From an optimization exercise on the open Yosys and OpenROAD flow, aimed at small area, a short achievable clock period and few clock cycles per item; shortcuts taken in it are not production practice.
The RTL was checked by simulation tests, not by an equivalence proof against the original design.
Power figures rest on the tool's default switching activity, not on a simulated workload.

==> flow/design.v <==
`default_nettype none
package dibw_pkg;
  typedef enum logic [2:0] {
    CMD_AND = 3'd0,
    CMD_OR  = 3'd1,
    CMD_XOR = 3'd2,
    CMD_NOT = 3'd3,
    CMD_SHL = 3'd4,
    CMD_SAR = 3'd5,
    CMD_SHR = 3'd6,
    CMD_NOP = 3'd7
  } cmd_t;
  function automatic logic [34:0] dbl_shift_hi(input logic [63:0] bits);
    logic [10:0] expo;
    logic        ok;
    logic [82:0] s0, s1, s2, s3, s4, s5;
    expo = bits[62:52];
    ok   = (expo[10:7] == 4'b1000);
    s0   = {30'd0, ok, bits[51:0] & {52{ok}}};
    s1   = expo[6] ? (s0 << 64) : s0;
    s2   = expo[5] ? (s1 << 32) : s1;
    s3   = expo[4] ? (s2 << 16) : s2;
    s4   = expo[3] ? (s3 << 8)  : s3;
    s5   = expo[2] ? (s4 << 4)  : s4;
    dbl_shift_hi = s5[82:48];
  endfunction
  function automatic logic [31:0] dbl_shift_lo(input logic [34:0] w, input logic [1:0] j,
                                               input logic one, input logic neg);
    logic [34:0] t2, t3;
    logic [31:0] mag;
    t2  = j[1] ? (w << 2)  : w;
    t3  = j[0] ? (t2 << 1) : t2;
    mag = {t3[34:4], t3[3] | one};
    dbl_shift_lo = neg ? (32'd0 - mag) : mag;
  endfunction
  function automatic logic [4:0] lzc32(input logic [31:0] v);
    logic [15:0] z1; logic [15:0] c1;
    logic [7:0]  z2; logic [15:0] c2;
    logic [3:0]  z3; logic [11:0] c3;
    logic [1:0]  z4; logic [7:0]  c4;
    logic [4:0]  c5;
    for (int i = 0; i < 16; i++) begin
      z1[i] = !(v[2*i+1] | v[2*i]);
      c1[i] = !v[2*i+1];
    end
    for (int i = 0; i < 8; i++) begin
      z2[i]         = z1[2*i+1] & z1[2*i];
      c2[2*i +: 2]  = z1[2*i+1] ? {1'b1, c1[2*i]} : {1'b0, c1[2*i+1]};
    end
    for (int i = 0; i < 4; i++) begin
      z3[i]         = z2[2*i+1] & z2[2*i];
      c3[3*i +: 3]  = z2[2*i+1] ? {1'b1, c2[2*(2*i) +: 2]} : {1'b0, c2[2*(2*i+1) +: 2]};
    end
    for (int i = 0; i < 2; i++) begin
      z4[i]         = z3[2*i+1] & z3[2*i];
      c4[4*i +: 4]  = z3[2*i+1] ? {1'b1, c3[3*(2*i) +: 3]} : {1'b0, c3[3*(2*i+1) +: 3]};
    end
    c5 = z4[1] ? {1'b1, c4[3:0]} : {1'b0, c4[7:4]};
    lzc32 = c5;
  endfunction
  function automatic logic [63:21] word_to_dbl(input logic uns, input logic [31:0] w);
    logic        neg;
    logic [31:0] m;
    logic [4:0]  lz;
    logic [32:0] s;
    logic [4:0]  p;
    logic [10:0] expo;
    neg  = !uns && w[31];
    m    = neg ? (32'd0 - w) : w;
    lz   = lzc32(w ^ {32{neg}});
    s    = {1'b0, m} << lz;
    p    = ~lz;   
    expo = s[32] ? (11'd1024 + {6'd0, p}) : (11'd1023 + {6'd0, p});
    if (w == 32'd0) word_to_dbl = '0;
    else word_to_dbl = {neg, expo, s[30:0]};
  endfunction
endpackage
`default_nettype wire
`default_nettype none
module double_int32_wrap_bitwise_alu_core (
  input  wire logic        clk,
  input  wire logic        rst,
  input  wire logic        in_valid,
  output logic             in_stall,
  input  wire logic [2:0]  command,
  input  wire logic [63:0] operand_a,
  input  wire logic [63:0] operand_b,
  output logic             out_valid,
  input  wire logic        out_stall,
  output logic [63:0]      result_double,
  output logic [31:0]      result_word,
  output logic             result_unsigned
);
  logic           v1, v2, v3, v4;
  dibw_pkg::cmd_t cmd1;
  logic [34:0]    wa1, wb1;
  logic [1:0]     ja1, jb1;
  logic           oa1, ob1, sa1, sb1;
  dibw_pkg::cmd_t cmd2;
  logic [31:0]    x2, b2;
  logic           fill2;
  logic [31:0]    r3;
  logic           uns3;
  logic [63:21]   dbl4;
  logic           adv;
  logic [31:0] a, x, y, rev_y, r;
  logic [63:21] dbl;
  assign adv      = !(v4 && out_stall);
  assign in_stall = !adv;
  always_comb begin
    a = dibw_pkg::dbl_shift_lo(wa1, ja1, oa1, sa1);
    for (int i = 0; i < 32; i++) x[i] = (cmd1 == dibw_pkg::CMD_SHL) ? a[31 - i] : a[i];
    y = b2[4] ? {{16{fill2}}, x2[31:16]} : x2;
    y = b2[3] ? {{8{fill2}},  y[31:8]}   : y;
    y = b2[2] ? {{4{fill2}},  y[31:4]}   : y;
    y = b2[1] ? {{2{fill2}},  y[31:2]}   : y;
    y = b2[0] ? {fill2,       y[31:1]}   : y;
    for (int i = 0; i < 32; i++) rev_y[i] = y[31 - i];
    case (cmd2)
      dibw_pkg::CMD_AND: r = x2 & b2;
      dibw_pkg::CMD_OR:  r = x2 | b2;
      dibw_pkg::CMD_XOR: r = x2 ^ b2;
      dibw_pkg::CMD_NOT: r = ~x2;
      dibw_pkg::CMD_SHL: r = rev_y;
      dibw_pkg::CMD_SAR: r = y;
      dibw_pkg::CMD_SHR: r = y;
      default:           r = 32'd0;
    endcase
    dbl = dibw_pkg::word_to_dbl(uns3, r3);
  end
  always_ff @(posedge clk) begin
    if (rst) begin
      v1 <= 1'b0;
      v2 <= 1'b0;
      v3 <= 1'b0;
      v4 <= 1'b0;
    end else if (adv) begin
      v1 <= in_valid;
      v2 <= v1;
      v3 <= v2;
      v4 <= v3;
    end
    if (adv) begin
      cmd1            <= dibw_pkg::cmd_t'(command);
      wa1             <= dibw_pkg::dbl_shift_hi(operand_a);
      ja1             <= operand_a[53:52];
      oa1             <= (operand_a[62:52] == 11'd1023);
      sa1             <= operand_a[63];
      wb1             <= dibw_pkg::dbl_shift_hi(operand_b);
      jb1             <= operand_b[53:52];
      ob1             <= (operand_b[62:52] == 11'd1023);
      sb1             <= operand_b[63];
      cmd2            <= cmd1;
      x2              <= x;
      b2              <= dibw_pkg::dbl_shift_lo(wb1, jb1, ob1, sb1);
      fill2           <= (cmd1 == dibw_pkg::CMD_SAR) && a[31];
      r3              <= r;
      uns3            <= (cmd2 == dibw_pkg::CMD_SHR);
      result_word     <= r3;
      result_unsigned <= uns3;
      dbl4            <= dbl;
    end
  end
  assign out_valid = v4;
  assign result_double = {dbl4, 21'd0};
endmodule
`default_nettype wire
==> flow/flow/run.sh <==
#!/bin/bash
# Standard flow, except that the port buffers are buf_2 cells (not the default
# delay-buffer cells) and the resizer may swap cells across footprints.
set -uo pipefail
bash standard.sh MATCH_CELL_FOOTPRINT=0 "BUFFER_PORTS_ARGS=-buffer_cell sky130_fd_sc_hd__buf_2" finish > standard.log 2>&1
==> flow/standard.sh <==
#!/bin/bash
# synth_recipe.tcl (not shown) runs the flow's synth.tcl, then flattens the netlist and writes it again
# the make line also repeats each setting of config.mk as NAME=value (left out here)
make -C /OpenROAD-flow-scripts/flow DESIGN_CONFIG=/design/flow/config.mk WORK_HOME=/design/flow/orfs CLKGATE_MAP_FILE= SYNTH_SCRIPT=/design/flow/synth_recipe.tcl "${@:-finish}"
==> flow/config.mk <==
export PLATFORM = sky130hd
export DESIGN_NAME = double_int32_wrap_bitwise_alu_core
export DESIGN_NICKNAME = double_int32_wrap_bitwise_alu_core
export VERILOG_FILES = /design/flow/design.v
export SDC_FILE = /design/flow/constraint.sdc
export NUM_CORES = 4
export LEC_CHECK = 0
export ABC_AREA = 1
export CAP_MARGIN = 20
export CORE_MARGIN = 2
export CORE_UTILIZATION = 40
export SETUP_SLACK_MARGIN = 1.8
export SLEW_MARGIN = 20
==> flow/constraint.sdc <==
create_clock -name core_clock -period 5.0 [get_ports {clk}]
set_input_delay 1.0000 -clock core_clock [delete_from_list [all_inputs] [get_ports {clk}]]
set_output_delay 1.0000 -clock core_clock [all_outputs]
set_load 0.01 [all_outputs]
==> results.sh, run 1 <==
export IMPL_holdWs_ns=0.461
export IMPL_leakagePower_nw=12.0
export IMPL_clock_root_buffer="clkbuf_16"
export IMPL_ys_flop_type="edfxtp_1"
export IMPL_synthArstFlopShare=0
export IMPL_initial_core_util=0.406
export IMPL_required_ns=5.30
export IMPL_slowest_stage="a221oi_1"
export IMPL_h_tree_depth=1
export IMPL_seq_area_frac_synth=0.348
export IMPL_grt_first_pass_wirelength_mm=115
export IMPL_final_area_um2=26300
export IMPL_drtAntennaViolNets=0
export IMPL_die_y_um=241
export IMPL_ios=234
export IMPL_status="finished clean"
export IMPL_tightest_slew_ns=1.14
export IMPL_grt_max_degree=174
export IMPL_viasPerCell=5.43
export IMPL_reg2reg_from="fill2"
export IMPL_setup_tns_final_ns=0
export IMPL_synth_avg_cell_area_um2=7.12
export IMPL_core_area_um2=55300
export IMPL_row_count=86
export IMPL_synth_simple_gate_area_share=0.261
export IMPL_worstSetupPathType="flop to flop"
export IMPL_vias=22400
export IMPL_num_nets_final=3554
export IMPL_rsz0062_at_grt="true"
export IMPL_grt_antenna_before_repair=4
export IMPL_setup_viol=0
export IMPL_grt_use_total=0.250
export IMPL_port_buffer_count=212
export IMPL_hold_viol=0
export IMPL_critPathCapture="r3[31]"
export IMPL_final_common_cell="nand2_1"
export IMPL_drive_gt1_frac=0.157
export IMPL_cts_buffer_depth=3
export IMPL_pwr_density_cell_nw_per_um2=431
export IMPL_maxSlewHeadroom=0.236
export IMPL_max_freq_mhz=328
export IMPL_path_cells="nand2_1, inv_1, a21oi_1, inv_1, a21oi_1, o21ai_0, a21oi_1, o21ai_0, a221oi_1, o221ai_1"
export IMPL_postCtsHoldBufs=0
export IMPL_synth_edff_count=257
export IMPL_dr_pass1_iters=6
export IMPL_die_w_um=241
export IMPL_period_minus_slack_ns=3.05
export IMPL_dieArea_um2=58000
export IMPL_finalMaxSlewViolations=0
export IMPL_ff2ff_path_depth=10
export IMPL_wl_per_cell_um=18.3
export IMPL_synth_seq_cells=261
export IMPL_crit_path_max_incr_delay_ns=0.52
export IMPL_grt_ovfl_total=0
export IMPL_drt_wl_total_mm=75.2
export IMPL_crit_fanout=14
export IMPL_final_cell_mix="nand2_1 (920), o21ai_0 (358), inv_1 (305)"
export IMPL_syn_cell_area_um2=22400
export IMPL_netlist_instances=3152
export IMPL_hp_class="flop to flop"
export IMPL_drc=0
export IMPL_place_area_um2=23800
export IMPL_cts_tree="yes"
export IMPL_path_common_cell="a21oi_1"
export IMPL_max_cap_viol_count=0
export IMPL_synth_fa_ha_area_frac=0.0385
export IMPL_area_growth_pct=17.1
export IMPL_ir_drop_v=0.000265
export IMPL_end_kind="flop"
export IMPL_yosysWarnings=1
export IMPL_synth_top_family_by_area="simple AND/OR/NAND/NOR gates"
export IMPL_cts_buffers=30
export IMPL_ff2ff_setup_slack_ns=1.95
export IMPL_startpoint_type="flop"
export IMPL_gp_congestion=0.945
export IMPL_r2r_end="r3[31]"
export IMPL_cp_data_arrival_time_ns=3.35
export IMPL_finalClockSkew_ns=0.0346
export IMPL_synth_mux_area_fraction=0.0428
export IMPL_power_total_w=0.0113
export IMPL_dpl_hpwl_mm=56.0
export IMPL_dr_first_iter_drc_count=1880
export IMPL_worstSkewPairLatency_ns=0.60
export IMPL_clk_pin_slew_ns=0.06
export IMPL_post_route_period_util=0.610
export IMPL_min_path_cells=2
export IMPL_synth_xor_area_frac=0.0301
export IMPL_grt_pass1_vias=20500
export IMPL_synth_compound_area_share=0.180
export IMPL_crit_start="fill2"
export IMPL_cts_sink_count=261
export IMPL_synth_distinct_cells=58
==> worst max-delay path, delay by kind of cell (launching register included) <==
kind / cells / cell delay, ns
AO/OA/AOI/OAI: 7 / 1.81
flip-flops: 1 / 0.50
buffers and inverters: 2 / 0.31
AND/OR/NAND/NOR: 1 / 0.16
==> flip-flops by register name, summed over array words and instances, names as in the netlist, 2 cells and up <==
name / count
cmd2: 3
x2: 32
ja1: 2
dbl4: 42
cmd1: 3
result_word: 32
r3: 32
wb1: 35
jb1: 2
b2: 32
wa1: 35
==> how the worst min path moves through the flow <==
stage / startpoint / endpoint
global route: v3 / v3
detailed placement: v3 / v3
finish: v3 / v3
global placement: cmd1[2] / cmd2[2]
CTS: v3 / v3
floorplan: cmd1[2] / cmd2[2]
==> Yosys cell counts, types with 14 or more instances <==
| master | n | area (um2) |
|---|---|---|
| nor3_1 | 32 | 160 |
| xnor2_1 | 35 | 307 |
| o211ai_1 | 38 | 285 |
| mux2i_1 | 96 | 961 |
| nand3_1 | 197 | 986 |
| xor2_1 | 42 | 368 |
| buf_4 | 26 | 195 |
| a221oi_1 | 17 | 149 |
| nand4_1 | 40 | 250 |
| inv_1 | 312 | 1170 |
| nand2_1 | 931 | 3490 |
| o221ai_1 | 18 | 158 |
| buf_1 | 31 | 116 |
| o2111ai_1 | 14 | 123 |
| ha_1 | 69 | 863 |
| a21oi_1 | 70 | 350 |
| edfxtp_1 | 257 | 7720 |
| clkbuf_1 | 124 | 465 |
| nor2_1 | 164 | 616 |
| o22ai_1 | 60 | 375 |
| o21ai_1 | 18 | 90.1 |
| o21ai_0 | 396 | 1980 |
| buf_2 | 25 | 125 |
==> timing repair <==
item                                    4_1_cts  5_1_grt
buffers inserted                             20       74
endpoints found under the setup margin       74       92
gates cloned                                  6       10
pin swaps                                     5       28
gates resized for setup                      21      151
==> layer usage <==
metal	GRT usage	routed length, um	share of wire
met1	0.336	33000	0.44
met2	0.424	35400	0.47
met3	0.0229	4390	0.058
met4	0.0795	2400	0.032
met5	0	32	0.00043
==> cells by family (layout without fill, tap and decap cells) <==
logic type	after synthesis	in the layout
buffers and inverters	544	731
XOR/XNOR	77	77
multiplexers	96	96
AND/OR/NAND/NOR	1408	1418
adder cells (fa/ha/maj)	69	69
other	1	22
AO/OA/AOI/OAI	696	696
flip-flops	261	261
==> final cells by class <==
| cell class | instances | area, um2 |
|---|---|---|
| Fill cell | 5688 | 29000 |
| Multi-Input combinational cell | 2377 | 13000 |
| Sequential cell | 261 | 7800 |
| Timing Repair Buffer | 351 | 2320 |
| Inverter | 328 | 1270 |
| Tap cell | 748 | 936 |
| Clock buffer | 38 | 781 |
| Clock inverter | 13 | 126 |
| Timing Repair inverter | 1 | 5.00 |
| Antenna cell | 1 | 2.50 |
==> metrics by stage <==
stage               utilization  cells  setup slack, ns
CTS                       0.452   4032             1.79
floorplan                     -   3172             1.82
detailed placement        0.431   3955             1.08
finish                    0.475   4118             1.95
global placement          0.431   3955             1.18
global route              0.475   4117             1.72
==> power breakdown <==
| group | internal, W | switching (W) | leakage, nW |
|---|---|---|---|
| Sequential | 0.00307 | 0.000420 | 2.89 |
| Clock | 0.00120 | 0.000879 | 0.441 |
| Combinational | 0.00201 | 0.00376 | 8.64 |
| Total | 0.00628 | 0.00506 | 12.0 |
Testbench counts, summed over its fixed seeds: cycles 24,032, items 24,000.
==> inputs of run 2 (changes only) <==
--- a/flow/config.mk
+++ b/flow/config.mk
@@ -11,3 +11,3 @@
 export CORE_UTILIZATION = 40
-export SETUP_SLACK_MARGIN = 1.8
+export SETUP_SLACK_MARGIN = 1.5
 export SLEW_MARGIN = 20
==> results.sh, run 2 <==
export IMPL_status="finished clean"
export IMPL_drc=0
export IMPL_area_growth_pct=12.7
export IMPL_tightest_slew_ns=1.04
export IMPL_post_place_ws_ns=0.945
export IMPL_setup_slack_ns=1.70
export IMPL_p_int_w=0.00609
export IMPL_core_area_um2=55300
export IMPL_yosys_area_top_type="edfxtp_1"
export IMPL_ir_drop_v=0.000290
export IMPL_grt_antenna_before_repair=1
export IMPL_vias=21900
export IMPL_wl_per_cell_um=18.0
export IMPL_clk_pin_slew_ns=0.06
export IMPL_finalMaxSlewViolations=0
export IMPL_cts_buffer_depth=3
export IMPL_nFillCells=5692
export IMPL_yosys_cell_count_top_type="nand2_1"
export IMPL_seq_area_frac_synth=0.348
export IMPL_synth_commonest_cells="nand2_1 (931), o21ai_0 (396), inv_1 (312)"
export IMPL_die_y_um=241
export IMPL_dieArea_um2=58000
export IMPL_post_route_period_util=0.660
export IMPL_cts_sink_count=261
export IMPL_yosysTopAreaCellShare=0.344
export IMPL_regMostFlops="dbl4"
export IMPL_ys_top_cells_by_area="edfxtp_1 (34%), nand2_1 (16%), o21ai_0 (8.8%)"
export IMPL_cp_data_arrival_time_ns=3.64
export IMPL_initial_core_util=0.406
export IMPL_drtAntennaViolNets=0
export IMPL_synth_edff_count=257
export IMPL_p_sw_frac=0.442
export IMPL_path_cells="nor2_2, inv_1, nand2_1, nand2_1, nor2_2, nand2_4, nor2_8, nand2_1, nand2_8, nand3_1, o21ai_1, o21ai_0, or2_1, nand3_1, nand3_1"
export IMPL_cts_buffers=29
export IMPL_hp_class="flop to flop"
export IMPL_final_cell_mix="nand2_1 (929), o21ai_0 (388), inv_1 (309)"
export IMPL_max_freq_mhz=303
export IMPL_crit_fanout=22
export IMPL_worstSetupPathType="flop to flop"
export IMPL_clkPwrFrac=0.198
export IMPL_seqCellArea_um2=7800
export IMPL_leakagePower_nw=11.6
export IMPL_drive_gt1_frac=0.122
export IMPL_grt_ovfl_total=0
export IMPL_setup_tns_final_ns=0
export IMPL_end_kind="flop"
export IMPL_final_common_cell="nand2_1"
export IMPL_synth_seq_cells=261
export IMPL_viasPerCell=5.39
export IMPL_gp_congestion=0.966
export IMPL_p_sw_w=0.00483
export IMPL_netlist_instances=3152
export IMPL_setup_viol=0
export IMPL_place_area_um2=23800
export IMPL_dr_pass1_iters=6
export IMPL_seq_power_share=0.321
export IMPL_fin_util=0.457
export IMPL_combPwrFrac=0.481
export IMPL_ios=234
export IMPL_grt_use_total=0.245
export IMPL_clock_root_buffer="clkbuf_16"
export IMPL_diodes=0
export IMPL_grt_pass1_vias=20200
export IMPL_synth_distinct_cells=58
export IMPL_cts_tree="yes"
export IMPL_multi_input_area_um2=12600
export IMPL_rsz0062_at_grt="true"
export IMPL_pwr_density_cell_nw_per_um2=432
export IMPL_holdWs_ns=0.453
export IMPL_drt_wl_total_mm=72.8
export IMPL_die_w_um=241
export IMPL_hold_viol=0
export IMPL_synth_avg_cell_area_um2=7.12
export IMPL_dr_first_iter_drc_count=1672
export IMPL_port_buffer_count=212
export IMPL_row_count=86
export IMPL_finalClockSkew_ns=0.0275
export IMPL_yosysWarnings=1
export IMPL_crit_path_max_incr_delay_ns=0.52
export IMPL_ys_flop_type="edfxtp_1"
export IMPL_max_cap_viol_count=0
export IMPL_num_nets_final=3485
export IMPL_syn_cell_area_um2=22400
export IMPL_period_minus_slack_ns=3.30
export IMPL_slowest_stage="edfxtp_1"
export IMPL_maxSlewHeadroom=0.305
export IMPL_worstSkewPairLatency_ns=0.60
export IMPL_h_tree_depth=1
export IMPL_dpl_hpwl_mm=55.4
export IMPL_grt_max_degree=149
export IMPL_startpoint_type="flop"
export IMPL_top_regs="dbl4 (42), wa1 (35), wb1 (35)"
export IMPL_final_area_um2=25300
export IMPL_largest_register_ffs=42
export IMPL_grt_first_pass_wirelength_mm=112
export IMPL_synthArstFlopShare=0
export IMPL_required_ns=5.34
==> run 2: power groups by stage <==
stage          sequential [W]  clock (W)  combinational (W)
6_report              0.00351    0.00216            0.00525
5_1_grt               0.00356    0.00231            0.00589
4_1_cts               0.00352    0.00223            0.00498
3_5_place_dp          0.00357          0            0.00487
3_3_place_gp          0.00357          0            0.00485
2_1_floorplan         0.00345          0            0.00346
==> run 2: path summary, 6_finish.rpt <==
path | start | end | slack (ns) | depth (start not counted)
worst max-delay path | r3[22] | dbl4[51] | 1.70 | 15
worst min-delay path | cmd1[2] | cmd2[2] | 0.45 | 0
worst max register to register | r3[22] | dbl4[51] | 1.70 | 15
worst min register to register | cmd1[2] | cmd2[2] | 0.45 | 0
==> run 2: area by class of cell <==
cell class | instances | area share
clock inverters | 20 | 0.00881
inverters | 328 | 0.0494
clock buffers | 34 | 0.0295
multi-input cells | 2372 | 0.500
repair inverters | 1 | 0.000198
flip-flops and latches | 261 | 0.308
well taps | 748 | 0.0370
repair buffers | 288 | 0.0663
==> run 2: cell families (layout without fill, tap and decap cells) <==
kind of cell               Yosys count  after routing  share of synthesized area
other                                1             21                   0.000167
buffers and inverters              544            671                      0.100
adders and majority gates           69             69                     0.0385
muxes                               96             96                     0.0428
and+or+nand+nor                   1408           1413                      0.261
xor gates and xnor gates            77             77                     0.0301
DFF                                261            261                      0.348
AOI/OAI and AO/OA                  696            696                      0.180
==> run 2: per-stage QoR <==
step / instances / power, W
finish: 4052 / 0.0109
global route: 4052 / 0.0118
CTS: 4023 / 0.0107
detailed placement: 3955 / 0.00844
global placement: 3955 / 0.00842
floorplan: 3172 / 0.00691
==> run 2: repair_timing <==
item	CTS	global route
buffers inserted	11	25
setup endpoints to repair	62	61
resized for setup	9	28
hold buffers	0	0
pin swaps	3	5
gates cloned	3	3
==> run 2: critical path: cells and delay by family (launching register included) <==
kind                   cells  cell delay [ns]
AND/OR/NAND/NOR           12             2.03
flip-flops                 1             0.52
buffers and inverters      1             0.08
AO/OA/AOI/OAI              2             0.39
==> run 2: metal layers <==
| layer | up-vias | part of all wire | global-route usage |
|---|---|---|---|
| met2 | 775 | 0.46 | 0.408 |
| met3 | 122 | 0.064 | 0.0317 |
| li1 | 10900 | - | - |
| met4 | 2 | 0.033 | 0.0789 |
| met5 | - | 0.00022 | 0 |
| met1 | 10000 | 0.44 | 0.329 |
==> inputs of run 3 (changes only) <==
==> flow/run.sh (new file) <==
#!/bin/bash
# synth_recipe.tcl (not shown) runs the flow's synth.tcl, then flattens the netlist and writes it again
# the make line also repeats each setting of config.mk as NAME=value (left out here)
make -C /OpenROAD-flow-scripts/flow DESIGN_CONFIG=/design/flow/config.mk WORK_HOME=/design/flow/orfs CLKGATE_MAP_FILE= SYNTH_SCRIPT=/design/flow/synth_recipe.tcl finish
removed: flow/flow/run.sh
removed: flow/standard.sh
==> results.sh, run 3 <==
export IMPL_status="finished clean"
export IMPL_yosysWarnings=1
export IMPL_synth_commonest_cells="nand2_1 (931), o21ai_0 (396), inv_1 (312)"
export IMPL_top_regs="dbl4 (42), wa1 (35), wb1 (35)"
export IMPL_regMostFlops="dbl4"
export IMPL_clk_pin_slew_ns=0.06
export IMPL_postCtsHoldBufs=0
export IMPL_cts_buffers=28
export IMPL_fin_util=0.475
export IMPL_pwr_density_cell_nw_per_um2=419
export IMPL_crit_path_max_incr_delay_ns=0.56
export IMPL_slowest_stage="clkdlybuf4s50_1"
export IMPL_worstSetupPathType="input port to output port"
export IMPL_initial_core_util=0.406
export IMPL_dr_pass1_iters=6
export IMPL_hp_class="flop to flop"
export IMPL_port_buffer_count=212
export IMPL_netlist_instances=3152
export IMPL_grt_antenna_before_repair=0
export IMPL_synth_distinct_cells=58
export IMPL_seq_area_frac_synth=0.348
export IMPL_synth_seq_cells=261
export IMPL_required_ns=4.00
export IMPL_dieArea_um2=58000
export IMPL_post_route_period_util=0.673
export IMPL_ys_top_cells_by_area="edfxtp_1 (34%), nand2_1 (16%), o21ai_0 (8.8%)"
export IMPL_drc=0
export IMPL_reg2reg_from="r3[21]"
export IMPL_ys_flop_type="edfxtp_1"
export IMPL_grt_max_degree=175
export IMPL_tightest_slew_ns=1.05
export IMPL_die_w_um=241
export IMPL_h_tree_depth=1
export IMPL_period_minus_slack_ns=3.36
export IMPL_setup_viol=0
export IMPL_worstSkewPairLatency_ns=0.59
export IMPL_synthArstFlopShare=0
export IMPL_ios=234
export IMPL_synth_avg_cell_area_um2=7.12
export IMPL_drtAntennaViolNets=0
export IMPL_grt_ovfl_total=0
export IMPL_cts_sink_count=261
export IMPL_grt_use_total=0.248
export IMPL_syn_cell_area_um2=22400
export IMPL_gp_congestion=0.954
export IMPL_die_y_um=241
export IMPL_cts_tree="yes"
export IMPL_drive_gt1_frac=0.0566
export IMPL_largest_register_ffs=42
export IMPL_core_area_um2=55300
export IMPL_place_inst=3963
export IMPL_yosys_area_top_type="edfxtp_1"
export IMPL_vias=22000
export IMPL_hold_viol=0
export IMPL_end_kind="output port"
export IMPL_drt_wl_total_mm=73.7
export IMPL_dr_first_iter_drc_count=1900
export IMPL_crit_start="out_stall"
export IMPL_hp_start="v3"
export IMPL_leakagePower_nw=11.5
export IMPL_startpoint_type="input port"
export IMPL_area_growth_pct=17.1
export IMPL_ir_drop_v=0.000250
export IMPL_final_common_cell="nand2_1"
export IMPL_grt_first_pass_wirelength_mm=114
export IMPL_diodes=0
export IMPL_num_nets_final=3485
export IMPL_yosys_cell_count_top_type="nand2_1"
export IMPL_cts_buffer_depth=3
export IMPL_max_cap_viol_count=0
export IMPL_yosysTopAreaCellShare=0.344
export IMPL_row_count=86
export IMPL_crit_fanout=22
export IMPL_wl_per_cell_um=18.2
export IMPL_finalMaxSlewViolations=0
export IMPL_rsz0062_at_grt="true"
export IMPL_maxSlewHeadroom=0.300
export IMPL_finalClockSkew_ns=0.0308
export IMPL_final_cell_mix="nand2_1 (929), o21ai_0 (390), inv_1 (309)"
export IMPL_synth_edff_count=257
export IMPL_max_freq_mhz=297
export IMPL_cp_top_family="buffers and inverters"
export IMPL_clock_root_buffer="clkbuf_16"
export IMPL_path_cells="dlygate4sd2_1, nand2_8, inv_1, clkdlybuf4s50_1"
export IMPL_grt_pass1_vias=20300
export IMPL_cp_data_arrival_time_ns=2.36
export IMPL_cp_buffers_inverters=3
export IMPL_viasPerCell=5.43
export IMPL_fin_cells=4050
export IMPL_dpl_hpwl_mm=56.6
export IMPL_holdWs_ns=0.464
export IMPL_setup_tns_final_ns=0
-- run 3: cell counts after synthesis --
No cell type changed its count.
-- run 3: logic make-up (layout without fill, tap and decap cells) --
family,Yosys count,after routing,share of synthesized area
compound gates,696,697,0.180
other cells,1,21,0.000167
flops,261,261,0.348
buf+inv,544,667,0.100
mux,96,96,0.0428
simple gates,1408,1414,0.261
fa+ha+maj,69,69,0.0385
xor+xnor,77,77,0.0301
-- run 3: area by class of cell --
| cell class | count | area [um2] |
|---|---|---|
| clock inverter | 20 | 188 |
| timing repair inverter | 1 | 5.00 |
| fill | 5665 | 29000 |
| timing repair buffer | 287 | 2740 |
| multi-input combinational | 2374 | 12600 |
| inverter | 328 | 1250 |
| sequential | 261 | 7800 |
| tap | 748 | 936 |
| clock buffer | 31 | 712 |
-- run 3: path summary, 6_finish.rpt --
kind / slack, ns / cells after the start / to
worst max-delay path: 1.64 / 4 / in_stall
worst min-delay path: 0.46 / 2 / v3
worst max register to register: 1.69 / 16 / dbl4[50]
worst min register to register: 0.46 / 2 / v3
-- run 3: metal layers --
layer | track usage | up-vias | share of wire | routed length (um)
met3 | 0.0236 | 101 | 0.057 | 4230
li1 | - | 10900 | - | -
met2 | 0.423 | 749 | 0.47 | 34800
met4 | 0.0720 | 0 | 0.029 | 2110
met1 | 0.335 | 10200 | 0.44 | 32700
met5 | 0 | - | 0 | 0
-- run 3: through the flow --
step	worst slack (ns)	power, W	cell area, um2
floorplan	1.68	0.00691	22500
global route	1.46	0.0118	26300
CTS	1.45	0.0108	25900
global placement	1.11	0.00869	25000
finish	1.64	0.0110	26300
detailed placement	1.03	0.00871	25000
-- run 3: worst register-to-register path, stage by stage (launching register included) --
cell	delay, ns
edfxtp_1	0.57
inv_1	0.21
nand3_1	0.13
nand3_1	0.13
nor2_2	0.19
nand2_2	0.19
nor2_8	0.20
nand3_4	0.18
buf_4	0.20
nand2_4	0.13
nand2_1	0.08
o21ai_1	0.15
nor2_1	0.12
o21ai_1	0.31
nand2_1	0.12
nand3_1	0.10
nand2_1	0.05
-- run 3: what timing repair did --
item	4_1_cts	5_1_grt
gates resized for setup	11	22
pin swaps	3	6
endpoints found under the setup margin	47	91
buffers inserted	3	25
cloned	3	5
-- run 3: power breakdown --
part	switching (W)	internal [W]	leakage [nW]
Clock	0.000871	0.00118	0.432
Sequential	0.000463	0.00308	2.89
Combinational	0.00345	0.00197	8.15
==> inputs of run 4 (changes only) <==
==> flow/flow/run.sh (new file) <==
#!/bin/bash
# Standard flow, except that the port buffers are buf_1 cells (not the default
# delay-buffer cells) and the resizer may swap cells across footprints.
set -uo pipefail
bash standard.sh MATCH_CELL_FOOTPRINT=0 "BUFFER_PORTS_ARGS=-buffer_cell sky130_fd_sc_hd__buf_1" finish > standard.log 2>&1
==> flow/standard.sh (new file) <==
#!/bin/bash
# synth_recipe.tcl (not shown) runs the flow's synth.tcl, then flattens the netlist and writes it again
# the make line also repeats each setting of config.mk as NAME=value (left out here)
make -C /OpenROAD-flow-scripts/flow DESIGN_CONFIG=/design/flow/config.mk WORK_HOME=/design/flow/orfs CLKGATE_MAP_FILE= SYNTH_SCRIPT=/design/flow/synth_recipe.tcl "${@:-finish}"
--- a/flow/config.mk
+++ b/flow/config.mk
@@ -11,2 +11,3 @@
 export CORE_UTILIZATION = 40
+export CTS_BUF_LIST = sky130_fd_sc_hd__clkbuf_4 sky130_fd_sc_hd__clkbuf_8
 export SETUP_SLACK_MARGIN = 1.5
removed: flow/run.sh
==> results.sh, run 4 <==
export IMPL_dieArea_um2=58000
export IMPL_port_buffer_count=212
export IMPL_grt_ovfl_total=0
export IMPL_yosysWarnings=1
export IMPL_slowest_stage="edfxtp_1"
export IMPL_yosys_area_top_type="edfxtp_1"
export IMPL_synth_avg_cell_area_um2=7.12
export IMPL_dr_pass1_iters=6
export IMPL_synth_edff_count=257
export IMPL_grt_max_degree=172
export IMPL_period_minus_slack_ns=3.39
export IMPL_vias=21800
export IMPL_dpl_hpwl_mm=51.6
export IMPL_drive_gt1_frac=0.0698
export IMPL_cts_buffers=46
export IMPL_cts_sink_count=261
export IMPL_hp_class="flop to flop"
export IMPL_clock_root_buffer="clkbuf_8"
export IMPL_clk_pin_slew_ns=0.06
export IMPL_power_total_w=0.0106
export IMPL_crit_fanout=20
export IMPL_end_kind="flop"
export IMPL_viasPerCell=5.33
export IMPL_status="finished clean"
export IMPL_synth_seq_cells=261
export IMPL_cts_buffer_depth=3
export IMPL_syn_cell_area_um2=22400
export IMPL_max_freq_mhz=295
export IMPL_crit_path_max_incr_delay_ns=0.78
export IMPL_cp_data_arrival_time_ns=3.64
export IMPL_tightest_slew_ns=1.08
export IMPL_seq_area_frac_synth=0.348
export IMPL_yosysTopAreaCellShare=0.344
export IMPL_ys_flop_type="edfxtp_1"
export IMPL_die_y_um=241
export IMPL_setup_viol=0
export IMPL_startpoint_type="flop"
export IMPL_ir_drop_v=0.000262
export IMPL_wl_per_cell_um=16.9
export IMPL_setup_tns_final_ns=0
export IMPL_yosys_cell_count_top_type="nand2_1"
export IMPL_post_route_period_util=0.677
export IMPL_pwr_density_cell_nw_per_um2=423
export IMPL_path_cells="clkinvlp_4, o21ai_0, o21ai_0, o21ai_0, mux2i_1, a221oi_1, o221ai_1"
export IMPL_grt_use_total=0.232
export IMPL_grt_pass1_vias=19600
export IMPL_num_nets_final=3506
export IMPL_gp_congestion=0.934
export IMPL_synth_commonest_cells="nand2_1 (931), o21ai_0 (396), inv_1 (312)"
export IMPL_dr_first_iter_drc_count=2052
export IMPL_initial_core_util=0.406
export IMPL_rsz0062_at_grt="false"
export IMPL_synthArstFlopShare=0
export IMPL_finalMaxSlewViolations=0
export IMPL_largest_register_ffs=42
export IMPL_drtAntennaViolNets=0
export IMPL_leakagePower_nw=10.9
export IMPL_regMostFlops="dbl4"
export IMPL_drc=0
export IMPL_maxSlewHeadroom=0.276
export IMPL_finalClockSkew_ns=0.0350
export IMPL_area_growth_pct=11.4
export IMPL_holdWs_ns=0.455
export IMPL_cts_tree="yes"
export IMPL_core_area_um2=55300
export IMPL_h_tree_depth=2
export IMPL_worstSkewPairLatency_ns=0.63
export IMPL_ios=234
export IMPL_final_common_cell="nand2_1"
export IMPL_final_cell_mix="nand2_1 (925), o21ai_0 (390), inv_1 (307)"
export IMPL_max_cap_viol_count=0
export IMPL_hold_viol=0
export IMPL_path_common_cell="o21ai_0"
export IMPL_grt_antenna_before_repair=1
export IMPL_ys_top_cells_by_area="edfxtp_1 (34%), nand2_1 (16%), o21ai_0 (8.8%)"
export IMPL_grt_first_pass_wirelength_mm=107
export IMPL_top_regs="dbl4 (42), wa1 (35), wb1 (35)"
export IMPL_required_ns=5.25
export IMPL_worstSetupPathType="flop to flop"
export IMPL_row_count=86
export IMPL_die_w_um=241
export IMPL_netlist_instances=3152
export IMPL_drt_wl_total_mm=69.2
export IMPL_synth_distinct_cells=58
[run 4: worst paths after layout]
kind,from,slack (ns),end,depth (start not counted)
hold / removal,cmd1[2],0.45,cmd2[2],0
setup reg to reg,b2[3],1.61,r3[5],7
hold reg to reg,cmd1[2],0.45,cmd2[2],0
setup / recovery,b2[3],1.61,r3[5],7
[run 4: worst max-delay path: cells and delay by family (launching register included)]
kind	cells	cell delay [ns]
muxes	1	0.21
AOI/OAI and AO/OA	5	1.48
DFF	1	0.78
buffers and inverters	1	0.55
[run 4: power breakdown]
| part | switching (W) | total, W | internal (W) |
|---|---|---|---|
| clock | 0.000927 | 0.00199 | 0.00106 |
| sequential | 0.000443 | 0.00352 | 0.00308 |
| combinational | 0.00343 | 0.00505 | 0.00162 |
[run 4: area by class of cell]
class	instances	area, um2
Clock inverter	28	200
Multi-Input combinational cell	2373	12700
Clock buffer	56	714
Tap cell	748	936
Timing Repair inverter	3	20.0
Inverter	328	1250
Fill cell	5794	30300
Antenna cell	1	2.50
Timing Repair Buffer	289	1410
Sequential cell	261	7800
[run 4: logic make-up (layout without fill, tap and decap cells)]
kind of cell | Yosys count | count (layout) | synth area share
flops | 261 | 261 | 0.348
compound gates | 696 | 697 | 0.180
fa+ha+maj | 69 | 69 | 0.0385
other cells | 1 | 22 | 0.000167
simple gates | 1408 | 1413 | 0.261
buf+inv | 544 | 704 | 0.100
mux | 96 | 96 | 0.0428
xor+xnor | 77 | 77 | 0.0301
[run 4: through the flow]
step | setup WS, ns | std cells | instance area (um2) | utilization
after floorplan | 1.68 | 3172 | 22500 | -
after global placement | 1.02 | 3955 | 23600 | 0.426
after detailed placement | 0.908 | 3955 | 23600 | 0.426
after CTS | 1.53 | 4050 | 24600 | 0.445
after global routing | 1.46 | 4087 | 25000 | 0.452
final | 1.61 | 4087 | 25000 | 0.452
[run 4: timing repair]
item / 4_1_cts / 5_1_grt
endpoints found under the setup margin: 78 / 72
gates cloned: 4 / 5
hold buffers: 0 / 0
pin swaps: 2 / 6
gates resized for setup: 10 / 27
buffers inserted: 7 / 31
[run 4: layer usage]
metal / track usage / wire length, um
met1: 0.317 / 31100
met2: 0.384 / 31900
met3: 0.0317 / 4360
met4: 0.0698 / 1920
met5: 0 / 0
==> inputs of run 5 (changes only) <==
--- a/flow/design.v
+++ b/flow/design.v
@@ -12,2 +12,11 @@
   } cmd_t;
+  function automatic logic [31:0] cneg(input logic [31:0] v, input logic s);
+    logic [31:0] p;
+    p = v;
+    for (int k = 1; k < 32; k = k * 2)
+      for (int i = 2 * k - 1; i < 32; i += 2 * k) p[i] = p[i] | p[i - k];
+    for (int k = 8; k >= 1; k = k / 2)
+      for (int i = 3 * k - 1; i < 32; i += 2 * k) p[i] = p[i] | p[i - k];
+    cneg = v ^ ({p[30:0], 1'b0} & {32{s}});
+  endfunction
   function automatic logic [34:0] dbl_shift_hi(input logic [63:0] bits);
@@ -33,3 +42,3 @@
     mag = {t3[34:4], t3[3] | one};
-    dbl_shift_lo = neg ? (32'd0 - mag) : mag;
+    dbl_shift_lo = cneg(mag, neg);
   endfunction
@@ -68,3 +77,3 @@
     neg  = !uns && w[31];
-    m    = neg ? (32'd0 - w) : w;
+    m    = cneg(w, neg);
     lz   = lzc32(w ^ {32{neg}});
==> flow/flow/run.sh (replaced) <==
#!/bin/bash
# Standard flow, except that the port buffers are buf_2 cells (not the default
# delay-buffer cells) and the resizer may swap cells across footprints.
set -uo pipefail
bash standard.sh MATCH_CELL_FOOTPRINT=0 "BUFFER_PORTS_ARGS=-buffer_cell sky130_fd_sc_hd__buf_2" finish > standard.log 2>&1
--- a/flow/config.mk
+++ b/flow/config.mk
@@ -11,3 +11,2 @@
 export CORE_UTILIZATION = 40
-export CTS_BUF_LIST = sky130_fd_sc_hd__clkbuf_4 sky130_fd_sc_hd__clkbuf_8
 export SETUP_SLACK_MARGIN = 1.5
==> results.sh, run 5 <==
export IMPL_status="finished clean"
export IMPL_grt_use_total=0.237
export IMPL_cts_buffers=29
export IMPL_synth_distinct_cells=58
export IMPL_nFillCells=5461
export IMPL_holdWs_ns=0.460
export IMPL_core_area_um2=54000
export IMPL_dr_first_iter_drc_count=1855
export IMPL_seqCellArea_um2=7800
export IMPL_synth_mux_area_fraction=0.0361
export IMPL_ir_drop_v=0.000299
export IMPL_end_kind="flop"
export IMPL_h_tree_depth=1
export IMPL_cts_sink_count=261
export IMPL_yosys_area_top_type="edfxtp_1"
export IMPL_top_regs="dbl4 (42), wa1 (35), wb1 (35)"
export IMPL_period_minus_slack_ns=3.27
export IMPL_seq_area_frac_synth=0.356
export IMPL_maxSlewHeadroom=0.290
export IMPL_max_cap_viol_count=0
export IMPL_final_common_cell="nand2_1"
export IMPL_pwr_density_cell_nw_per_um2=439
export IMPL_max_freq_mhz=305
export IMPL_synth_top_family_by_area="simple AND/OR/NAND/NOR gates"
export IMPL_power_total_w=0.0109
export IMPL_post_place_ws_ns=1.04
export IMPL_area_growth_pct=13.0
export IMPL_diodes=0
export IMPL_hold_viol=0
export IMPL_regMostFlops="dbl4"
export IMPL_cp_buffers_inverters=2
export IMPL_synthArstFlopShare=0
export IMPL_place_area_um2=23300
export IMPL_die_w_um=238
export IMPL_path_cells="nor2_1, nand2_1, nor2_4, nand2_1, inv_1, nand3_1, nand2_1, xor2_1, nand2_1, nand3_1, nand3_1, nand3_1, nand2_1, inv_2, nand2_4, nand2_1, a21oi_2"
export IMPL_synth_avg_cell_area_um2=7.18
export IMPL_worstSetupPathType="flop to flop"
export IMPL_worstSkewPairLatency_ns=0.60
export IMPL_vias=21300
export IMPL_clk_pin_slew_ns=0.06
export IMPL_ys_flop_type="edfxtp_1"
export IMPL_synth_xor_area_frac=0.0268
export IMPL_synth_seq_cells=261
export IMPL_drive_gt1_frac=0.125
export IMPL_cts_buffer_depth=3
export IMPL_required_ns=5.33
export IMPL_drt_wl_total_mm=69.4
export IMPL_final_area_um2=24800
export IMPL_yosys_cell_count_top_type="nand2_1"
export IMPL_dpl_hpwl_mm=52.8
export IMPL_setup_viol=0
export IMPL_largest_register_ffs=42
export IMPL_hp_class="flop to flop"
export IMPL_multi_input_area_um2=12200
export IMPL_cts_tree="yes"
export IMPL_path_common_cell="nand2_1"
export IMPL_initial_core_util=0.406
export IMPL_dieArea_um2=56700
export IMPL_post_route_period_util=0.655
export IMPL_finalClockSkew_ns=0.0215
export IMPL_crit_fanout=7
export IMPL_num_nets_final=3373
export IMPL_grt_max_degree=163
export IMPL_gp_congestion=0.973
export IMPL_netlist_instances=3052
export IMPL_clock_root_buffer="clkbuf_16"
export IMPL_tightest_slew_ns=1.06
export IMPL_synth_edff_count=257
export IMPL_setup_slack_ns=1.73
export IMPL_synth_commonest_cells="nand2_1 (910), o21ai_0 (407), inv_1 (302)"
export IMPL_synth_simple_gate_area_share=0.250
export IMPL_leakagePower_nw=11.3
export IMPL_ios=234
export IMPL_row_count=85
export IMPL_port_buffer_count=212
export IMPL_syn_cell_area_um2=21900
export IMPL_grt_antenna_before_repair=1
export IMPL_final_cell_mix="nand2_1 (909), o21ai_0 (393), inv_1 (296)"
export IMPL_grt_ovfl_total=0
export IMPL_startpoint_type="flop"
export IMPL_setup_tns_final_ns=0
export IMPL_dr_pass1_iters=6
export IMPL_grt_first_pass_wirelength_mm=108
export IMPL_wl_per_cell_um=17.8
export IMPL_cp_data_arrival_time_ns=3.60
export IMPL_ys_top_cells_by_area="edfxtp_1 (35%), nand2_1 (16%), o21ai_0 (9.3%)"
export IMPL_drtAntennaViolNets=0
export IMPL_yosysWarnings=1
export IMPL_cp_top_family="simple AND/OR/NAND/NOR gates"
export IMPL_rsz0062_at_grt="true"
export IMPL_grt_pass1_vias=19600
export IMPL_die_y_um=238
export IMPL_crit_path_max_incr_delay_ns=0.48
export IMPL_yosysTopAreaCellShare=0.352
export IMPL_finalMaxSlewViolations=0
export IMPL_drc=0
export IMPL_viasPerCell=5.48
export IMPL_synth_compound_area_share=0.194
export IMPL_synth_fa_ha_area_frac=0.0377
export IMPL_slowest_stage="edfxtp_1"
run 5: power breakdown:
part	switching (W)	total, W	internal, W
clock	0.000918	0.00230	0.00138
combinational	0.00338	0.00507	0.00169
sequential	0.000424	0.00352	0.00309
total	0.00472	0.0109	0.00616
run 5: path summary, 6_finish.rpt:
check,from,slack [ns],to,cells after the start
min reg2reg,v2,0.46,v2,2
min,v2,0.46,v2,2
max reg2reg,r3[1],1.73,dbl4[55],17
max,r3[1],1.73,dbl4[55],17
run 5: kinds of logic after synthesis:
logic type / after synthesis
flops: 261
mux: 79
compound gates: 738
fa+ha+maj: 66
xor+xnor: 67
simple gates: 1312
other cells: 1
buf+inv: 528
run 5: cell type report:
cell class	instances	share of cell area
repair buffers	278	0.0684
clock inverters	23	0.0116
flip-flops and latches	261	0.315
clock buffers	31	0.0296
well taps	696	0.0352
multi-input cells	2286	0.491
inverters	314	0.0485
repair inverters	2	0.000404
run 5: per-layer routing:
layer | share of wire | vias to the layer above | routed length (um) | track usage
met5 | 0.00016 | - | 11 | 0
li1 | - | 10600 | - | -
met3 | 0.058 | 94 | 4030 | 0.0231
met4 | 0.025 | 2 | 1770 | 0.0634
met1 | 0.45 | 9866 | 30900 | 0.325
met2 | 0.47 | 754 | 32700 | 0.400
run 5: timing repair:
item / 4_1_cts / 5_1_grt
gates resized for setup: 15 / 41
endpoints found under the setup margin: 69 / 90
hold buffers: 0 / 0
cloned: 2 / 6
pin swaps: 1 / 6
setup buffers: 6 / 19
run 5: worst reg2reg max path, cell delays in order, from the launching register on:
cell and delay [ns]:
edfxtp_1 0.48, nor2_1 0.25, nand2_1 0.16, nor2_4 0.23
nand2_1 0.20, inv_1 0.22, nand3_1 0.20, nand2_1 0.12
xor2_1 0.32, nand2_1 0.13, nand3_1 0.09, nand3_1 0.14
nand3_1 0.12, nand2_1 0.07, inv_2 0.11, nand2_4 0.08
nand2_1 0.08, a21oi_2 0.06
run 5: through the flow:
step	instances	util
floorplan	3072	-
global placement	3803	0.430
detailed placement	3803	0.430
CTS	3865	0.451
global route	3891	0.458
finish	3891	0.458
Testbench counts of run 5, summed over its fixed seeds: cycles 24,032, items 24,000.
==> inputs of run 6 (changes only) <==
--- a/flow/config.mk
+++ b/flow/config.mk
@@ -11,3 +11,3 @@
 export CORE_UTILIZATION = 40
-export SETUP_SLACK_MARGIN = 1.5
+export SETUP_SLACK_MARGIN = 1.8
 export SLEW_MARGIN = 20
==> results.sh, run 6 <==
export IMPL_drt_wl_total_mm=72.2
export IMPL_wl_per_cell_um=18.3
export IMPL_setup_viol=0
export IMPL_yosys_cell_count_top_type="nand2_1"
export IMPL_synth_commonest_cells="nand2_1 (910), o21ai_0 (407), inv_1 (302)"
export IMPL_ios=234
export IMPL_p_int_w=0.00636
export IMPL_grt_use_total=0.242
export IMPL_clk_pin_slew_ns=0.06
export IMPL_period_minus_slack_ns=3.10
export IMPL_nFillCells=5420
export IMPL_hold_viol=0
export IMPL_grt_pass1_vias=20000
export IMPL_grt_max_degree=166
export IMPL_cts_tree="yes"
export IMPL_cts_buffers=28
export IMPL_hp_class="flop to flop"
export IMPL_crit_fanout=6
export IMPL_viasPerCell=5.52
export IMPL_p_sw_w=0.00514
export IMPL_core_area_um2=54000
export IMPL_worstSkewPairLatency_ns=0.58
export IMPL_gp_congestion=0.987
export IMPL_grt_ovfl_total=0
export IMPL_ys_flop_type="edfxtp_1"
export IMPL_finalMaxSlewViolations=0
export IMPL_row_count=85
export IMPL_syn_cell_area_um2=21900
export IMPL_yosysTopAreaCellShare=0.352
export IMPL_area_growth_pct=18.5
export IMPL_yosysWarnings=1
export IMPL_cts_sink_count=261
export IMPL_ir_drop_v=0.000290
export IMPL_seq_power_share=0.306
export IMPL_grt_antenna_before_repair=1
export IMPL_required_ns=5.32
export IMPL_p_sw_frac=0.447
export IMPL_combPwrFrac=0.516
export IMPL_synthArstFlopShare=0
export IMPL_clkPwrFrac=0.179
export IMPL_end_kind="flop"
export IMPL_drive_gt1_frac=0.179
export IMPL_dpl_hpwl_mm=52.7
export IMPL_dr_pass1_iters=9
export IMPL_synth_seq_cells=261
export IMPL_finalClockSkew_ns=0.0219
export IMPL_drtAntennaViolNets=0
export IMPL_vias=21800
export IMPL_max_cap_viol_count=0
export IMPL_max_freq_mhz=322
export IMPL_port_buffer_count=212
export IMPL_grt_first_pass_wirelength_mm=110
export IMPL_worstSetupPathType="flop to flop"
export IMPL_rsz0062_at_grt="true"
export IMPL_yosys_area_top_type="edfxtp_1"
export IMPL_drc=0
export IMPL_netlist_instances=3052
export IMPL_postCtsHoldBufs=0
export IMPL_final_cell_mix="nand2_1 (873), o21ai_0 (369), inv_1 (291)"
export IMPL_setup_tns_final_ns=0
export IMPL_pwr_density_cell_nw_per_um2=443
export IMPL_top_regs="dbl4 (42), wa1 (35), wb1 (35)"
export IMPL_largest_register_ffs=42
export IMPL_dr_first_iter_drc_count=1845
export IMPL_setup_slack_ns=1.90
export IMPL_clock_root_buffer="clkbuf_16"
export IMPL_die_w_um=238
export IMPL_maxSlewHeadroom=0.380
export IMPL_initial_core_util=0.406
export IMPL_num_nets_final=3437
export IMPL_post_route_period_util=0.621
export IMPL_ys_top_cells_by_area="edfxtp_1 (35%), nand2_1 (16%), o21ai_0 (9.3%)"
export IMPL_status="finished clean"
export IMPL_die_y_um=238
export IMPL_startpoint_type="flop"
export IMPL_dieArea_um2=56700
export IMPL_post_place_ws_ns=0.772
export IMPL_leakagePower_nw=11.7
export IMPL_cp_data_arrival_time_ns=3.42
export IMPL_synth_avg_cell_area_um2=7.18
export IMPL_synth_edff_count=257
export IMPL_final_common_cell="nand2_1"
export IMPL_place_inst=3802
export IMPL_fin_cells=3950
export IMPL_regMostFlops="dbl4"
export IMPL_cts_buffer_depth=3
export IMPL_h_tree_depth=1
export IMPL_tightest_slew_ns=0.929
export IMPL_synth_distinct_cells=58
export IMPL_seq_area_frac_synth=0.356
-- run 6: cell counts after synthesis --
Identical to the previous run, type by type.
-- run 6: cell families (layout without fill, tap and decap cells) --
logic type | count (synthesis) | after routing | share of synthesized area
compound gates | 738 | 738 | 0.194
xor+xnor | 67 | 67 | 0.0268
fa+ha+maj | 66 | 66 | 0.0377
buf+inv | 528 | 697 | 0.0990
flops | 261 | 261 | 0.356
mux | 79 | 79 | 0.0361
other cells | 1 | 22 | 0.000171
simple gates | 1312 | 1324 | 0.250
-- run 6: path summary, 6_finish.rpt --
check,from,depth (start not counted),end,slack [ns]
max,uns3,20,dbl4[46],1.90
min,cmd1[1],0,cmd2[1],0.45
max reg2reg,uns3,20,dbl4[46],1.90
min reg2reg,cmd1[1],0,cmd2[1],0.45
-- run 6: routing by layer --
metal  global-route usage  part of all wire
met1                0.327              0.44
met2                0.407              0.47
met3               0.0310             0.063
met4               0.0688             0.027
met5                    0                 0
-- run 6: power groups by stage --
stage / Clock [W] / Sequential [W] / Combinational [W]
after global routing: 0.00220 / 0.00356 / 0.00652
final: 0.00205 / 0.00351 / 0.00593
after global placement: 0 / 0.00357 / 0.00483
after CTS: 0.00211 / 0.00351 / 0.00506
after detailed placement: 0 / 0.00357 / 0.00485
after floorplan: 0 / 0.00347 / 0.00342
-- run 6: layout make-up --
class | count | area, um2 | area share
well taps | 696 | 871 | 0.0335
repair inverters | 5 | 40.0 | 0.00154
flip-flops and latches | 261 | 7800 | 0.300
inverters | 314 | 1230 | 0.0474
clock buffers | 32 | 737 | 0.0284
diodes | 1 | 2.50 | 0.0000963
repair buffers | 331 | 2240 | 0.0864
multi-input cells | 2295 | 12900 | 0.497
clock inverters | 15 | 151 | 0.00583
-- run 6: timing repair --
item / CTS / global route
gates cloned: 8 / 14
pin swaps: 8 / 48
setup endpoints to repair: 89 / 91
gates resized for setup: 55 / 201
setup buffers: 29 / 47
-- run 6: critical path: stages (launching register included) --
cell	delay, ns
edfxtp_1	0.50
clkinv_4	0.17
buf_12	0.18
buf_6	0.13
nand3_1	0.07
nand2_1	0.09
nand2_1	0.07
nand2_1	0.07
nand2_1	0.08
nand2_1	0.07
nand2_2	0.11
nand2_1	0.10
nand2_4	0.18
nand2_4	0.11
o21ai_0	0.24
nand2_1	0.07
o21ai_1	0.16
o21ai_0	0.13
o21bai_1	0.16
inv_1	0.06
o21ai_1	0.07
-- run 6: stage by stage --
step / hold slack [ns] / utilization / total power (W) / area [um2]
final: 0.455 / 0.481 / 0.0115 / 26000
after global routing: 0.463 / 0.481 / 0.0123 / 26000
after CTS: 0.460 / 0.456 / 0.0107 / 24600
after detailed placement: 0.445 / 0.430 / 0.00842 / 23200
after global placement: 0.443 / 0.430 / 0.00840 / 23200
after floorplan: 0.426 / - / 0.00689 / 22000
==> inputs of run 7 (changes only) <==
--- a/flow/config.mk
+++ b/flow/config.mk
@@ -11,2 +11,3 @@
 export CORE_UTILIZATION = 40
+export GPL_TIMING_DRIVEN = 0
 export SETUP_SLACK_MARGIN = 1.8
==> results.sh, run 7 <==
export IMPL_cts_buffers=27
export IMPL_clk_pin_slew_ns=0.08
export IMPL_required_ns=5.42
export IMPL_max_cap_viol_count=0
export IMPL_row_count=85
export IMPL_crit_start="uns3"
export IMPL_post_route_period_util=0.646
export IMPL_clock_root_buffer="clkbuf_16"
export IMPL_synth_avg_cell_area_um2=7.18
export IMPL_status="finished clean"
export IMPL_ys_flop_type="edfxtp_1"
export IMPL_regMostFlops="dbl4"
export IMPL_viasPerCell=5.55
export IMPL_vias=22800
export IMPL_grt_use_total=0.283
export IMPL_post_place_ws_ns=1.30
export IMPL_diodes=0
export IMPL_final_area_um2=26700
export IMPL_finalClockSkew_ns=0.0258
export IMPL_drc=0
export IMPL_setup_tns_final_ns=0
export IMPL_core_area_um2=54000
export IMPL_netlist_instances=3052
export IMPL_synth_distinct_cells=58
export IMPL_yosys_cell_count_top_type="nand2_1"
export IMPL_cp_data_arrival_time_ns=3.65
export IMPL_dpl_hpwl_mm=66.3
export IMPL_port_buffer_count=208
export IMPL_h_tree_depth=1
export IMPL_yosysWarnings=1
export IMPL_drive_gt1_frac=0.189
export IMPL_hp_start="v2"
export IMPL_grt_first_pass_wirelength_mm=125
export IMPL_worstSetupPathType="flop to flop"
export IMPL_startpoint_type="flop"
export IMPL_crit_fanout=6
export IMPL_rsz0062_at_grt="true"
export IMPL_postCtsHoldBufs=0
export IMPL_period_minus_slack_ns=3.23
export IMPL_dr_pass1_iters=6
export IMPL_synth_seq_cells=261
export IMPL_drt_wl_total_mm=82.6
export IMPL_seq_area_frac_synth=0.356
export IMPL_area_growth_pct=21.9
export IMPL_reg2reg_from="uns3"
export IMPL_max_freq_mhz=310
export IMPL_final_common_cell="nand2_1"
export IMPL_grt_max_degree=94
export IMPL_end_kind="flop"
export IMPL_path_cells="buf_6, nor2_4, buf_12, buf_8, buf_6, nand2_2, nand2_2, nor2_2, nand2_2, nor2_1, nor2_2, nand2_1, nand2_2, nand2_4, inv_4, buf_8, buf_8, ha_4, inv_2, nor3_1, ha_1, inv_1, nand2_1, a21oi_1"
export IMPL_slowest_stage="edfxtp_1"
export IMPL_yosysTopAreaCellShare=0.352
export IMPL_setup_slack_ns=1.77
export IMPL_grt_antenna_before_repair=1
export IMPL_dieArea_um2=56700
export IMPL_cp_top_family="simple AND/OR/NAND/NOR gates"
export IMPL_cts_tree="yes"
export IMPL_grt_pass1_vias=21600
export IMPL_num_nets_final=3585
export IMPL_cts_buffer_depth=3
export IMPL_maxSlewHeadroom=0.324
export IMPL_setup_viol=0
export IMPL_crit_path_max_incr_delay_ns=0.48
export IMPL_gp_congestion=0.988
export IMPL_pwr_density_cell_nw_per_um2=467
export IMPL_synth_edff_count=257
export IMPL_yosys_area_top_type="edfxtp_1"
export IMPL_final_cell_mix="nand2_1 (865), o21ai_0 (352), inv_1 (299)"
export IMPL_die_y_um=238
export IMPL_tightest_slew_ns=1.01
export IMPL_hp_class="flop to flop"
export IMPL_cp_buffers_inverters=9
export IMPL_syn_cell_area_um2=21900
export IMPL_ir_drop_v=0.000258
export IMPL_place_area_um2=24000
export IMPL_ys_top_cells_by_area="edfxtp_1 (35%), nand2_1 (16%), o21ai_0 (9.3%)"
export IMPL_synthArstFlopShare=0
export IMPL_hold_viol=0
export IMPL_dr_first_iter_drc_count=1962
export IMPL_drtAntennaViolNets=0
export IMPL_die_w_um=238
export IMPL_top_regs="dbl4 (42), wa1 (35), wb1 (35)"
export IMPL_ios=234
export IMPL_grt_ovfl_total=0
export IMPL_worstSkewPairLatency_ns=0.58
export IMPL_largest_register_ffs=42
export IMPL_finalMaxSlewViolations=0
export IMPL_synth_commonest_cells="nand2_1 (910), o21ai_0 (407), inv_1 (302)"
export IMPL_leakagePower_nw=12.0
export IMPL_initial_core_util=0.406
export IMPL_path_common_cell="nand2_2"
export IMPL_cts_sink_count=261
export IMPL_wl_per_cell_um=20.2
==> run 7: cell counts after synthesis <==
No cell type changed its count.
==> run 7: path summary, 6_finish.rpt <==
check             endpoint  slack (ns)  cells after the start
hold reg to reg         v2        0.46                      2
setup / recovery  dbl4[56]        1.77                     24
hold / removal          v2        0.46                      2
setup reg to reg  dbl4[56]        1.77                     24
==> run 7: area by class of cell <==
class	count	area (um2)
inverters	314	1190
multi-input cells	2285	13000
well taps	696	871
plain buffers	214	1160
flip-flops and latches	261	7800
clock inverters	19	246
fillers	5394	27300
clock buffers	31	691
repair buffers	281	1740
==> run 7: stage by stage <==
step                      total power (W)  std cells  hold WS (ns)   util
final                              0.0125       4101         0.461  0.494
after global routing               0.0133       4101         0.486  0.494
after CTS                          0.0111       4046         0.462  0.468
after detailed placement          0.00875       3978         0.437  0.444
after global placement            0.00872       3976         0.432  0.443
after floorplan                   0.00689       3072         0.426      -
==> run 7: logic make-up (layout without fill, tap and decap cells) <==
group,count (synthesis),after routing,synth area share
mux,79,79,0.0361
other cells,1,21,0.000171
fa+ha+maj,66,66,0.0377
compound gates,738,738,0.194
buf+inv,528,859,0.0990
xor+xnor,67,67,0.0268
simple gates,1312,1314,0.250
flops,261,261,0.356
==> run 7: where the power goes <==
part | internal [W] | leakage, nW | total, W | switching, W
registers | 0.00309 | 2.88 | 0.00353 | 0.000432
logic | 0.00255 | 8.71 | 0.00682 | 0.00427
clock network | 0.00126 | 0.453 | 0.00213 | 0.000867
total | 0.00690 | 12.0 | 0.0125 | 0.00557
==> run 7: layer usage <==
metal,GRT usage,part of all wire,up-vias
li1,-,-,11100
met1,0.373,0.44,10800
met2,0.499,0.48,798
met3,0.0290,0.056,121
met4,0.0633,0.023,2
met5,0,0.00016,-
==> run 7: repair_timing <==
action	4_1_cts	5_1_grt
cloned	1	6
gates resized for setup	81	313
setup buffers	17	49
pin swaps	17	53
endpoints found under the setup margin	67	103
endpoints found under the hold margin	0	0
==> run 7: tightest hold or removal path, delay by kind of cell, from the launching register on <==
kind               cells  cell delay [ns]
and+or+nand+nor        1             0.06
DFF                    1             0.31
AOI/OAI and AO/OA      1             0.05
==> inputs of run 8 (changes only) <==
--- a/flow/design.v
+++ b/flow/design.v
@@ -21,6 +21,6 @@
   endfunction
-  function automatic logic [34:0] dbl_shift_hi(input logic [63:0] bits);
+  function automatic logic [32:0] dbl_shift_hi(input logic [63:0] bits);
     logic [10:0] expo;
     logic        ok;
-    logic [82:0] s0, s1, s2, s3, s4, s5;
+    logic [82:0] s0, s1, s2, s3, s4, s5, s6;
     expo = bits[62:52];
@@ -33,11 +33,11 @@
     s5   = expo[2] ? (s4 << 4)  : s4;
-    dbl_shift_hi = s5[82:48];
+    s6   = expo[1] ? (s5 << 2)  : s5;
+    dbl_shift_hi = s6[82:50];
   endfunction
-  function automatic logic [31:0] dbl_shift_lo(input logic [34:0] w, input logic [1:0] j,
+  function automatic logic [31:0] dbl_shift_lo(input logic [32:0] w, input logic j,
                                                input logic one, input logic neg);
-    logic [34:0] t2, t3;
+    logic [32:0] t3;
     logic [31:0] mag;
-    t2  = j[1] ? (w << 2)  : w;
-    t3  = j[0] ? (t2 << 1) : t2;
-    mag = {t3[34:4], t3[3] | one};
+    t3  = j ? (w << 1) : w;
+    mag = {t3[32:2], t3[1] | one};
     dbl_shift_lo = cneg(mag, neg);
@@ -69,4 +69,3 @@
   endfunction
-  function automatic logic [63:21] word_to_dbl(input logic uns, input logic [31:0] w);
-    logic        neg;
+  function automatic logic [63:21] word_to_dbl(input logic neg, input logic [31:0] w);
     logic [31:0] m;
@@ -76,3 +75,2 @@
     logic [10:0] expo;
-    neg  = !uns && w[31];
     m    = cneg(w, neg);
@@ -104,4 +102,4 @@
   dibw_pkg::cmd_t cmd1;
-  logic [34:0]    wa1, wb1;
-  logic [1:0]     ja1, jb1;
+  logic [32:0]    wa1, wb1;
+  logic           ja1, jb1;
   logic           oa1, ob1, sa1, sb1;
@@ -111,3 +109,3 @@
   logic [31:0]    r3;
-  logic           uns3;
+  logic           uns3, neg3;
   logic [63:21]   dbl4;
@@ -137,3 +135,3 @@
     endcase
-    dbl = dibw_pkg::word_to_dbl(uns3, r3);
+    dbl = dibw_pkg::word_to_dbl(neg3, r3);
   end
@@ -154,3 +152,3 @@
       wa1             <= dibw_pkg::dbl_shift_hi(operand_a);
-      ja1             <= operand_a[53:52];
+      ja1             <= operand_a[52];
       oa1             <= (operand_a[62:52] == 11'd1023);
@@ -158,3 +156,3 @@
       wb1             <= dibw_pkg::dbl_shift_hi(operand_b);
-      jb1             <= operand_b[53:52];
+      jb1             <= operand_b[52];
       ob1             <= (operand_b[62:52] == 11'd1023);
@@ -167,2 +165,3 @@
       uns3            <= (cmd2 == dibw_pkg::CMD_SHR);
+      neg3            <= (cmd2 != dibw_pkg::CMD_SHR) && r[31];
       result_word     <= r3;
--- a/flow/config.mk
+++ b/flow/config.mk
@@ -11,4 +11,3 @@
 export CORE_UTILIZATION = 40
-export GPL_TIMING_DRIVEN = 0
-export SETUP_SLACK_MARGIN = 1.8
+export SETUP_SLACK_MARGIN = 2.2
 export SLEW_MARGIN = 20
==> results.sh, run 8 <==
export IMPL_drc=0
export IMPL_diodes=0
export IMPL_finalClockSkew_ns=0.0198
export IMPL_combPwrFrac=0.533
export IMPL_setup_viol=0
export IMPL_clkPwrFrac=0.183
export IMPL_ys_flop_type="edfxtp_1"
export IMPL_nFillCells=5044
export IMPL_pwr_density_cell_nw_per_um2=453
export IMPL_initial_core_util=0.405
export IMPL_cts_tree="yes"
export IMPL_port_buffer_count=212
export IMPL_synth_edff_count=252
export IMPL_ir_drop_v=0.000300
export IMPL_busiest_layer="met2"
export IMPL_p_sw_w=0.00541
export IMPL_worstSetupPathType="flop to flop"
export IMPL_grt_first_pass_wirelength_mm=111
export IMPL_hold_viol=0
export IMPL_viasPerCell=5.47
export IMPL_ys_top_cells_by_area="edfxtp_1 (36%), nand2_1 (16%), o21ai_0 (8.9%)"
export IMPL_slowest_stage="edfxtp_1"
export IMPL_seqCellArea_um2=7650
export IMPL_top_regs="dbl4 (42), wa1 (33), wb1 (33)"
export IMPL_grt_use_met1=0.317
export IMPL_dr_pass1_iters=6
export IMPL_synth_commonest_cells="nand2_1 (907), o21ai_0 (379), inv_1 (278)"
export IMPL_holdWs_ns=0.418
export IMPL_max_freq_mhz=328
export IMPL_vias=21600
export IMPL_synth_mux_area_fraction=0.0475
export IMPL_seq_power_share=0.284
export IMPL_clk_pin_slew_ns=0.06
export IMPL_synth_xor_area_frac=0.0276
export IMPL_cts_buffers=28
export IMPL_p_sw_frac=0.439
export IMPL_finalMaxSlewViolations=0
export IMPL_power_total_w=0.0123
export IMPL_end_kind="flop"
export IMPL_path_cells="buf_6, buf_6, clkinv_8, buf_8, nand2_4, nand2_2, nand2_2, nor2_4, nand2_4, nor2_8, nand3_4, buf_12, buf_12, nand2_8, nand2_4, nand3_4, nand3_2, nand3_4, nand3_4, a21oi_2, nor2_1"
export IMPL_synth_seq_cells=256
export IMPL_yosysWarnings=1
export IMPL_grt_use_met2=0.427
export IMPL_synth_simple_gate_area_share=0.246
export IMPL_h_tree_depth=1
export IMPL_num_nets_final=3436
export IMPL_dr_first_iter_drc_count=1735
export IMPL_post_route_period_util=0.610
export IMPL_area_growth_pct=27.8
export IMPL_synth_top_family_by_area="simple AND/OR/NAND/NOR gates"
export IMPL_grtUsageMet3=0.0331
export IMPL_crit_fanout=6
export IMPL_status="finished clean"
export IMPL_worstSkewPairLatency_ns=0.57
export IMPL_seq_area_frac_synth=0.359
export IMPL_rsz0062_at_grt="true"
export IMPL_drive_gt1_frac=0.249
export IMPL_grt_ovfl_total=0
export IMPL_setup_slack_ns=1.95
export IMPL_dpl_hpwl_mm=50.3
export IMPL_synth_compound_area_share=0.186
export IMPL_startpoint_type="flop"
export IMPL_leakagePower_nw=12.5
export IMPL_path_common_cell="nand3_4"
export IMPL_die_w_um=235
export IMPL_gp_congestion=0.933
export IMPL_yosys_cell_count_top_type="nand2_1"
export IMPL_drtAntennaViolNets=0
export IMPL_cts_sink_count=256
export IMPL_row_count=84
export IMPL_drt_wl_total_mm=73.3
-- run 8: what timing repair did --
item | in CTS | in global routing
resized for setup | 245 | 278
buffers inserted | 103 | 68
hold buffers | 0 | 0
pin swaps | 58 | 102
endpoints found under the setup margin | 189 | 172
gates cloned | 28 | 6
-- run 8: worst max-delay path: cells and delay by family (launching register included) --
| kind | cells | cell delay, ns |
|---|---|---|
| compound gates | 1 | 0.16 |
| flops | 1 | 0.40 |
| simple gates | 14 | 1.42 |
| buf+inv | 6 | 0.79 |
-- run 8: layout make-up --
cell class                 count  share of cell area
timing repair inverter         6             0.00189
timing repair buffer         429               0.120
clock inverter                17             0.00993
sequential                   256               0.281
inverter                     292              0.0435
clock buffer                  32              0.0271
tap                          688              0.0316
multi-input combinational   2222               0.485
-- run 8: power groups by stage --
stage / Combinational (W) / Clock [W] / Sequential [W]
final: 0.00657 / 0.00226 / 0.00350
after global routing: 0.00714 / 0.00239 / 0.00355
after CTS: 0.00565 / 0.00231 / 0.00351
after detailed placement: 0.00470 / 0 / 0.00357
after global placement: 0.00469 / 0 / 0.00356
after floorplan: 0.00332 / 0 / 0.00344
-- run 8: through the flow --
| step | cell area [um2] | std cells |
|---|---|---|
| floorplan | 21400 | 2948 |
| detailed placement | 22700 | 3688 |
| global route | 27200 | 3942 |
| global placement | 22700 | 3688 |
| CTS | 25700 | 3868 |
| finish | 27200 | 3942 |
-- run 8: metal layers --
layer,share of wire,wire length (um),vias up
met5,0,0,-
li1,-,-,10600
met4,0.037,2750,0
met2,0.49,35700,783
met1,0.41,30200,10000
met3,0.064,4680,169
-- run 8: logic make-up after synthesis --
group	Yosys count
buffers and inverters	484
other	1
flip-flops	256
multiplexers	101
AND/OR/NAND/NOR	1274
adder cells (fa/ha/maj)	66
AO/OA/AOI/OAI	679
XOR/XNOR	67
-- run 8: path summary, 6_finish.rpt --
path / start / endpoint / slack [ns] / depth (start not counted)
setup / recovery: neg3 / dbl4[55] / 1.95 / 21
setup reg to reg: neg3 / dbl4[55] / 1.95 / 21
hold reg to reg: uns3 / result_unsigned / 0.42 / 0
hold / removal: uns3 / result_unsigned / 0.42 / 0
Testbench counts of run 8, summed over its fixed seeds: cycles 24,032, items 24,000.
